Source: an optimization exercise on an open RTL-to-GDS flow (aim: small area, a short achievable clock period and few clock cycles per item). Production flows keep margins and buffers that such runs may drop. At most, simulation tests tie the RTL to the original design; equivalence was not proved. Power figures rest on the tool's default switching activity, not on a simulated workload.

==> flow/design.v (excerpt) <==
module relu_neuron_array
#(
    parameter int N          = 18,
    parameter int LANES      = 4,
    parameter int K_MAX      = 256,
    parameter int SHIFT      = 18,
    parameter int LEAK_SHIFT = 3
) (
    input  logic                 clk,
    input  logic                 rst,
    input  logic                 in_valid,
    output logic                 in_ready,
    input  logic                 in_last,
    input  logic [N-1:0]         in_x,
    input  logic [LANES*N-1:0]   in_w,
    output logic                 out_valid,
    input  logic                 out_ready,
    output logic [LANES*N-1:0]   out_data,
    output logic                 err_ovf
);
For scale: ~4400 cells after synthesis, ~490 flip-flops, about 170 I/O pins, ~48000 µm² of cells after synthesis.
==> module relu_neuron_array, before the edit <==
module relu_neuron_array
#(
    parameter int N          = 18,
    parameter int LANES      = 4,
    parameter int K_MAX      = 256,
    parameter int SHIFT      = 18,
    parameter int LEAK_SHIFT = 3
) (
    input  logic                 clk,
    input  logic                 rst,
    input  logic                 in_valid,
    output logic                 in_ready,
    input  logic                 in_last,
    input  logic [N-1:0]         in_x,
    input  logic [LANES*N-1:0]   in_w,
    output logic                 out_valid,
    input  logic                 out_ready,
    output logic [LANES*N-1:0]   out_data,
    output logic                 err_ovf
);
    logic [7:0]      cnt_q;       
    logic            b_q;         
    logic            bc_q;        
    logic            start_q;     
    logic            p_q;         
    logic            v_q;         
    logic            err_q;
    logic fire, close, mv, keep_d;
    logic rdy_q, p_d, v_d;
    assign in_ready = rdy_q;
    assign fire     = in_valid && rdy_q;
    assign close    = fire && (in_last || (&cnt_q));
    assign mv       = p_q && (!v_q || out_ready);
    assign p_d      = bc_q || (p_q && !mv);
    assign v_d      = mv || (v_q && !out_ready);
    assign keep_d   = !(fire && (b_q ? bc_q : start_q));
    always_ff @(posedge clk or negedge rst) begin
        if (!rst) begin
            cnt_q   <= '0;
            b_q     <= 1'b0;
            bc_q    <= 1'b0;
            start_q <= 1'b1;
            rdy_q   <= 1'b1;
            p_q     <= 1'b0;
            v_q     <= 1'b0;
            err_q   <= 1'b0;
        end else begin
            if (close)      cnt_q <= '0;
            else if (fire)  cnt_q <= cnt_q + 8'd1;
            if (close && !in_last) err_q <= 1'b1;
            b_q  <= fire;
            bc_q <= close;
            if (b_q) start_q <= bc_q;
            p_q  <= p_d;
            v_q  <= v_d;
            rdy_q <= !((close && (v_d || p_d)) || (p_d && v_d));
        end
    end
    logic [8:0] one_q [1], two_q [1], neg_q [1];
    for (genvar e = 0; e < 1; e++) begin : g_enc
        booth_enc u_enc (
            .clk   (clk),
            .fire  (fire),
            .x     (in_x),
            .one_q (one_q[e]),
            .two_q (two_q[e]),
            .neg_q (neg_q[e])
        );
    end
    for (genvar i = 0; i < LANES; i++) begin : g_lane
        mac_lane u_lane (
            .clk  (clk),
            .one_q (one_q[0]),
            .two_q (two_q[0]),
            .neg_q (neg_q[0]),
            .w    (in_w[i*N +: N]),
            .keep_d0 (keep_d),
            .keep_d1 (keep_d),
            .mv   (mv),
            .res  (out_data[i*N +: N-1])
        );
        assign out_data[i*N+N-1] = 1'b0;
    end
    assign out_valid = v_q;
    assign err_ovf   = err_q;
endmodule
Settings: LEC_CHECK=0, CAP_MARGIN=20, CORE_MARGIN=2, CORE_UTILIZATION=65, CTS_BUF_LIST=sky130_fd_sc_hd__clkbuf_4 sky130_fd_sc_hd__clkbuf_8, SLEW_MARGIN=20, SYNTH_HIERARCHICAL=1, SYNTH_MINIMUM_KEEP_SIZE=0; clock period 10.0 ns.
standard.sh (not shown) runs the stock make flow with config.mk's settings and CLKGATE_MAP_FILE= SYNTH_SCRIPT=/design/flow/synth_recipe.tcl, a recipe that flattens the netlist after the stock synthesis.
==> flow/flow/run.sh <==
#!/bin/bash
cp standard.sh standard.sh.log
bash standard.sh finish SETUP_SLACK_MARGIN=6.6 "BUFFER_PORTS_ARGS=-buffer_cell sky130_fd_sc_hd__buf_2" > standard.log 2>&1
Edit:
--- a/flow/design.v
+++ b/flow/design.v
@@ -883,6 +883,6 @@
         end
     end
-    logic [8:0] one_q [1], two_q [1], neg_q [1];
-    for (genvar e = 0; e < 1; e++) begin : g_enc
+    logic [8:0] one_q [2], two_q [2], neg_q [2];
+    for (genvar e = 0; e < 2; e++) begin : g_enc
         booth_enc u_enc (
             .clk   (clk),
@@ -897,7 +897,7 @@
         mac_lane u_lane (
             .clk  (clk),
-            .one_q (one_q[0]),
-            .two_q (two_q[0]),
-            .neg_q (neg_q[0]),
+            .one_q (one_q[i/2]),
+            .two_q (two_q[i/2]),
+            .neg_q (neg_q[i/2]),
             .w    (in_w[i*N +: N]),
             .keep_d0 (keep_d),
Critical path depth falls by 1.
Via count fell slightly.
Area after synthesis grows slightly.
Clock-buffer cell count drops by 1.
Total power goes down slightly.
First-iteration DRC count goes up slightly.
Worst setup slack improves by 0.063 ns.
Register-to-register slack gains 0.06 ns.
Combinational power stays flat.
Sequential share of layout area is higher by 1.5 points.
Testbench counts after the change, summed over its fixed seeds: cycles 16,199, vectors 480.
Function not checked in the first run of this note: the RTL went through the layout flow alone.

port drivers added, routing unchanged:
The results above use ideal ports. As a check the final layouts listed here were re-extracted and re-timed, cells and wires unchanged.
Step 1: set_driving_cell puts a clkbuf_16 on clk and a buf_2 on each other input, an assumption about the parent block.
Step 2 times the ports against the registers' clock, not the clock port: input delays grow and output delays shrink by t, the midpoint of the rising clock arrivals with the driver on.
Slacks: no drivers / after step 1 / after step 2; pairs: no drivers / after step 1.
| run | t (ns) | setup slack, ns | hold slack, ns |
|---|---|---|---|
| the first run | 0.768 | 6.529 / 6.529 / 6.089 | 0.484 / 0.484 / 0.484 |
| the second run | 0.784 | 6.592 / 6.565 / 6.333 | 0.484 / 0.484 / 0.484 |
After both steps every run listed still meets setup and hold. The setup slack of the first run, which loses most, moves by 0.000 ns with the drivers and by -0.440 ns with both steps.
